Source: an optimization exercise on an open RTL-to-GDS flow (aim: small area). Production flows keep margins and buffers that such runs may drop. The RTL was checked by simulation tests, not by an equivalence proof against the original design. Power and IR drop assume default switching activity.

==> job 7892 <==
Design mem_req_buffer, start of the top module:
module mem_req_buffer #(
    parameter int width_words_p = 4,
    parameter int depth_p       = 4
) (
    input  logic                        clk,
    input  logic                        nreset,
    input  logic                        up_valid_i,
    output logic                        up_ready_o,
    input  logic                        up_we_i,
    input  logic [31:0]                 up_addr_i,
    input  logic [32*width_words_p-1:0] up_wdata_i,
    output logic                        up_valid_o,
    output logic [32*width_words_p-1:0] up_data_o,
    output logic                        dn_valid_o,
    input  logic                        dn_ready_i,
    output logic                        dn_we_o,
    output logic [31:0]                 dn_addr_o,
    output logic [32*width_words_p-1:0] dn_wdata_o,
    input  logic                        dn_valid_i,
    input  logic [32*width_words_p-1:0] dn_data_i
);
    localparam int data_w_lp = 32 * width_words_p;
    localparam int off_w_lp  = $clog2(width_words_p * 4);
    localparam int n_lp      = 4;
    logic [n_lp-1:0]                 ent_we_q;
    logic [n_lp-1:0][31:0]           ent_addr_q;
    logic [n_lp-1:0][data_w_lp-1:0]  ent_data_q;
    logic [n_lp-1:0]                 vld_q;
    logic [n_lp-1:0]                 wr_oh_q;
    logic [n_lp-1:0]                 rd_oh_q;
    logic [n_lp-1:0]                 up_sel_q;
    logic                            rd_pending_q;
    logic                            busy_q;
    logic                            up_valid_q;
    logic                 full_s, empty_s;
    logic                 accept_s, issue_s, rsp_s, push_s, hit_s;
    logic [n_lp-1:0]      match_s, sel_s;
    logic [data_w_lp-1:0] wdata_in_s;
  ...
==> module mem_req_buffer, before the edit <==
module mem_req_buffer #(
    parameter int width_words_p = 4,
    parameter int depth_p       = 4
) (
    input  logic                        clk,
    input  logic                        nreset,
    input  logic                        up_valid_i,
    output logic                        up_ready_o,
    input  logic                        up_we_i,
    input  logic [31:0]                 up_addr_i,
    input  logic [32*width_words_p-1:0] up_wdata_i,
    output logic                        up_valid_o,
    output logic [32*width_words_p-1:0] up_data_o,
    output logic                        dn_valid_o,
    input  logic                        dn_ready_i,
    output logic                        dn_we_o,
    output logic [31:0]                 dn_addr_o,
    output logic [32*width_words_p-1:0] dn_wdata_o,
    input  logic                        dn_valid_i,
    input  logic [32*width_words_p-1:0] dn_data_i
);
    localparam int data_w_lp = 32 * width_words_p;
    localparam int off_w_lp  = $clog2(width_words_p * 4);
    localparam int n_lp      = 4;
    logic [n_lp-1:0]                 ent_we_q;
    logic [n_lp-1:0][31:0]           ent_addr_q;
    logic [n_lp-1:0][data_w_lp-1:0]  ent_data_q;
    logic [n_lp-1:0]                 vld_q;
    logic [n_lp-1:0]                 wr_oh_q;
    logic [n_lp-1:0]                 rd_oh_q;
    logic [n_lp-1:0]                 up_sel_q;
    logic                            rd_pending_q;
    logic                            busy_q;
    logic                            up_valid_q;
    logic                 full_s, empty_s;
    logic                 accept_s, issue_s, rsp_s, push_s, hit_s;
    logic [n_lp-1:0]      match_s, sel_s;
    logic [data_w_lp-1:0] wdata_in_s;
    assign full_s  = &vld_q;
    assign empty_s = ~|vld_q;
    assign up_ready_o = ~full_s & ~rd_pending_q & ~nreset;
    assign accept_s   = up_valid_i & up_ready_o;
    assign dn_valid_o = ~empty_s & ~busy_q;
    assign issue_s    = dn_valid_o & dn_ready_i;
    assign rsp_s      = dn_valid_i & busy_q & rd_pending_q & empty_s;
    assign up_valid_o = up_valid_q;
    always_comb begin
        dn_we_o    = 1'b0;
        dn_addr_o  = '0;
        dn_wdata_o = '0;
        up_data_o  = '0;
        for (int k = 0; k < n_lp; k++) begin
            dn_we_o    = dn_we_o    | (rd_oh_q[k] & ent_we_q[k]);
            dn_addr_o  = dn_addr_o  | ({32{rd_oh_q[k]}} & ent_addr_q[k]);
        end
        for (int k = 0; k < n_lp - 1; k++) begin
            dn_wdata_o = dn_wdata_o | ({data_w_lp{rd_oh_q[k]}} & ent_data_q[k]);
            up_data_o  = up_data_o  | ({data_w_lp{up_sel_q[k]}} & ent_data_q[k]);
        end
        dn_wdata_o = ~(~dn_wdata_o & ({data_w_lp{~rd_oh_q[n_lp-1]}} | ent_data_q[n_lp-1]));
        up_data_o  = ~(~up_data_o  & ({data_w_lp{~up_sel_q[n_lp-1]}} | ent_data_q[n_lp-1]));
    end
    always_comb begin
        for (int k = 0; k < n_lp; k++) begin
            logic [31:0] a;
            a          = ent_addr_q[k];
            match_s[k] = vld_q[k] & ent_we_q[k] & (a[31:off_w_lp] == up_addr_i[31:off_w_lp]);
        end
        for (int k = 0; k < n_lp; k++) begin
            logic open;
            open     = 1'b1;
            sel_s[k] = match_s[k];
            for (int d = 1; d < n_lp; d++) begin
                open     = open & ~wr_oh_q[(k + d) % n_lp];
                sel_s[k] = sel_s[k] & ~(open & match_s[(k + d) % n_lp]);
            end
        end
        hit_s = |match_s;
    end
    assign push_s     = accept_s & (up_we_i | ~hit_s);
    assign wdata_in_s = rd_pending_q ? dn_data_i : up_wdata_i;
    always_ff @(posedge clk) begin
        for (int k = 0; k < n_lp; k++) begin
            if (wr_oh_q[k] & accept_s) begin
                ent_we_q[k]   <= up_we_i;
                ent_addr_q[k] <= up_addr_i;
            end
            if (wr_oh_q[k] & (accept_s | rsp_s))
                ent_data_q[k] <= (k == n_lp - 1) ? ~wdata_in_s : wdata_in_s;
        end
        up_sel_q <= rsp_s ? wr_oh_q : ({n_lp{~up_we_i}} & sel_s);
    end
    always_ff @(posedge clk) begin
        if (nreset) begin
            vld_q        <= '0;
            wr_oh_q      <= n_lp'(1);
            rd_oh_q      <= n_lp'(1);
            rd_pending_q <= 1'b0;
            busy_q       <= 1'b0;
            up_valid_q   <= 1'b0;
        end else begin
            if (push_s) begin
                vld_q   <= vld_q | wr_oh_q;
                wr_oh_q <= {wr_oh_q[n_lp-2:0], wr_oh_q[n_lp-1]};
            end
            if (issue_s) begin
                vld_q   <= (push_s ? (vld_q | wr_oh_q) : vld_q) & ~rd_oh_q;
                rd_oh_q <= {rd_oh_q[n_lp-2:0], rd_oh_q[n_lp-1]};
                busy_q  <= 1'b1;
            end else if (dn_valid_i) begin
                busy_q  <= 1'b0;
            end
            if (rsp_s)
                rd_pending_q <= 1'b0;
            else if (accept_s & ~up_we_i & ~hit_s)
                rd_pending_q <= 1'b1;
            up_valid_q <= rsp_s | (accept_s & (up_we_i | hit_s));
        end
    end
endmodule
Settings: LEC_CHECK=0, CAP_MARGIN=20, CORE_MARGIN=2, CORE_UTILIZATION=65, SLEW_MARGIN=20; clock period 8.0 ns.
standard.sh (not shown) runs the stock make flow with config.mk's settings and CLKGATE_MAP_FILE= SYNTH_SCRIPT=/design/flow/synth_recipe.tcl, a recipe that flattens the netlist after the stock synthesis.
==> flow/flow/run.sh <==
#!/bin/bash
# The standard synthesis with ABC on an area script, then the standard ORFS
# layout with buf_1 port buffers and a clkbuf_8 clock tree without dummy loads.
set -euo pipefail
W=$PWD
export MY_ABC_SCRIPT=$W/flow/area.abc
cat $W/flow/abc_override.tcl $W/synth_recipe.tcl > $W/my_synth.tcl
sed "s#SYNTH_SCRIPT=[^ ]*#SYNTH_SCRIPT=$W/my_synth.tcl#" $W/standard.sh > $W/my_standard.sh
grep -q "SYNTH_SCRIPT=$W/my_synth.tcl" $W/my_standard.sh
bash $W/my_standard.sh synth > $W/synth_flow.log 2>&1
export BUFFER_PORTS_ARGS="-buffer_cell sky130_fd_sc_hd__buf_1"
export CTS_ARGS="-sink_clustering_enable -repair_clock_nets -dont_use_dummy_load -buf_list sky130_fd_sc_hd__clkbuf_8 -sink_clustering_size 16 -sink_clustering_max_diameter 60"
bash $W/standard.sh > $W/standard_flow.log 2>&1
==> flow/flow/abc_override.tcl <==
# Run ABC on an area-oriented script (flow/area.abc) instead of the flow's
# speed script; everything else in the synthesis is the standard flow's own.
proc abc {args} {
  set i [lsearch -exact $args -script]
  if {$i >= 0} { lset args [expr {$i + 1}] $::env(MY_ABC_SCRIPT) }
  set i [lsearch -exact $args -D]
  if {$i >= 0} { set args [lreplace $args $i [expr {$i + 1}]] }
  puts "abc (area script): $args"
  yosys abc {*}$args
}
==> flow/flow/area.abc <==
&get -n
&st
&dch -f
&nf -a -R 1000
&put
==> job 5200: changes against job 7892 <==
--- a/flow/design.v
+++ b/flow/design.v
@@ -31,6 +31,7 @@
     logic [n_lp-1:0]                 up_sel_q;
     logic                            rd_pending_q;
     logic                            busy_q;
+    logic                            is_rd_q;
     logic                            up_valid_q;
     logic                 full_s, empty_s;
     logic                 accept_s, issue_s, rsp_s, push_s, hit_s;
@@ -42,7 +43,7 @@
     assign accept_s   = up_valid_i & up_ready_o;
     assign dn_valid_o = ~empty_s & ~busy_q;
     assign issue_s    = dn_valid_o & dn_ready_i;
-    assign rsp_s      = dn_valid_i & busy_q & rd_pending_q & empty_s;
+    assign rsp_s      = dn_valid_i & busy_q & is_rd_q;
     assign up_valid_o = up_valid_q;
     always_comb begin
         dn_we_o    = 1'b0;
@@ -52,13 +53,9 @@
         for (int k = 0; k < n_lp; k++) begin
             dn_we_o    = dn_we_o    | (rd_oh_q[k] & ent_we_q[k]);
             dn_addr_o  = dn_addr_o  | ({32{rd_oh_q[k]}} & ent_addr_q[k]);
-        end
-        for (int k = 0; k < n_lp - 1; k++) begin
             dn_wdata_o = dn_wdata_o | ({data_w_lp{rd_oh_q[k]}} & ent_data_q[k]);
             up_data_o  = up_data_o  | ({data_w_lp{up_sel_q[k]}} & ent_data_q[k]);
         end
-        dn_wdata_o = ~(~dn_wdata_o & ({data_w_lp{~rd_oh_q[n_lp-1]}} | ent_data_q[n_lp-1]));
-        up_data_o  = ~(~up_data_o  & ({data_w_lp{~up_sel_q[n_lp-1]}} | ent_data_q[n_lp-1]));
     end
     always_comb begin
         for (int k = 0; k < n_lp; k++) begin
@@ -86,9 +83,11 @@
                 ent_addr_q[k] <= up_addr_i;
             end
             if (wr_oh_q[k] & (accept_s | rsp_s))
-                ent_data_q[k] <= (k == n_lp - 1) ? ~wdata_in_s : wdata_in_s;
+                ent_data_q[k] <= wdata_in_s;
         end
         up_sel_q <= rsp_s ? wr_oh_q : ({n_lp{~up_we_i}} & sel_s);
+        if (issue_s)
+            is_rd_q <= ~dn_we_o;
     end
     always_ff @(posedge clk) begin
         if (nreset) begin
==> flow/flow/run.sh (replaced) <==
#!/bin/bash
# Standard ORFS layout, with plain buf_1 port buffers and no CTS dummy loads.
set -euo pipefail
export BUFFER_PORTS_ARGS="-buffer_cell sky130_fd_sc_hd__buf_1"
export CTS_ARGS="-sink_clustering_enable -repair_clock_nets -dont_use_dummy_load"
bash standard.sh > standard_flow.log 2>&1
--- a/flow/config.mk
+++ b/flow/config.mk
@@ -7,5 +7,5 @@
 export LEC_CHECK = 0
 export CAP_MARGIN = 20
 export CORE_MARGIN = 2
-export CORE_UTILIZATION = 65
+export CORE_UTILIZATION = 40
 export SLEW_MARGIN = 20
removed: flow/flow/abc_override.tcl
removed: flow/flow/area.abc
==> comparison table <==
                                                                                       job 7892                  job 5200
DPL Wire Length                                                                   54100 microns             57100 microns
Static leakage                                                                          9.18 nW                   11.2 nW
Switching part of the total power                                                         0.238                     0.253
Final Skew                                                                            0.0636 ns                 0.0695 ns
Start point of the critical path                                                     rd_oh_q[3]               up_sel_q[0]
Fraction of the mapped netlist area in compound gates                                     0.181                     0.155
Mux cell area share after synthesis                                                      0.0475                    0.0506
Met2 routed wirelength                                                            41200 microns             45600 microns
Met1 layer wirelength in the final routing                                        29300 microns             36200 microns
CTS Sinks                                                                                   663                       664
Status                                                                  complete, no violations   complete, no violations
Worst setup slack after placement                                                       3.38 ns                   3.25 ns
Worst rel slew slack                                                                      0.256                     0.225
Met3 track utilization from global routing                                               0.0687                    0.0418
DR vias                                                                                   21300                     20800
Syn Nets                                                                                   2100                      2348
Max stage delay cell, worst path                                         sky130_fd_sc_hd__buf_4  sky130_fd_sc_hd__dfxtp_4
Power drawn by the combinational cells                                               0.000581 W                0.000987 W
Tap Cells                                                                                   539                       950
Clock-pin slew of the registers on the worst-case setup and hold paths                  0.10 ns                   0.05 ns
Count of mapped cells out of synthesis                                                     1806                      2054
Area share of the largest cell type after synthesis                                       0.700                     0.666
Power Total                                                                           0.00608 W                 0.00790 W
Simple-gate share of the synthesized area                                                0.0230                    0.0609

[re-timing with driven ports]
No port has a modelled driver above. Below, the same layouts with a new extraction and two added sets of constraints.
Step 1, drivers: a clkbuf_16 drives clk and a buf_2 each remaining input, both assumed.
Step 2 times the ports against the registers' clock, not the clock port: input delays grow and output delays shrink by t, the midpoint of the rising clock arrivals with the driver on.
Three values: no drivers, after step 1, after step 2; two values: the first two.
| run | t (ns) | setup slack, ns | hold slack, ns | pins driven straight from the clock port |
|---|---|---|---|---|
| job 7892 | 0.693 | 2.979 / 2.925 / 3.203 | 0.497 / 0.497 / 0.497 | 1 |
| job 5200 | 0.640 | 3.310 / 3.252 / 3.239 | 0.481 / 0.481 / 0.481 | 1 |
After both steps every run listed still meets setup and hold. The setup slack of job 5200, which loses most, moves by -0.058 ns with the drivers and by -0.071 ns with both steps.
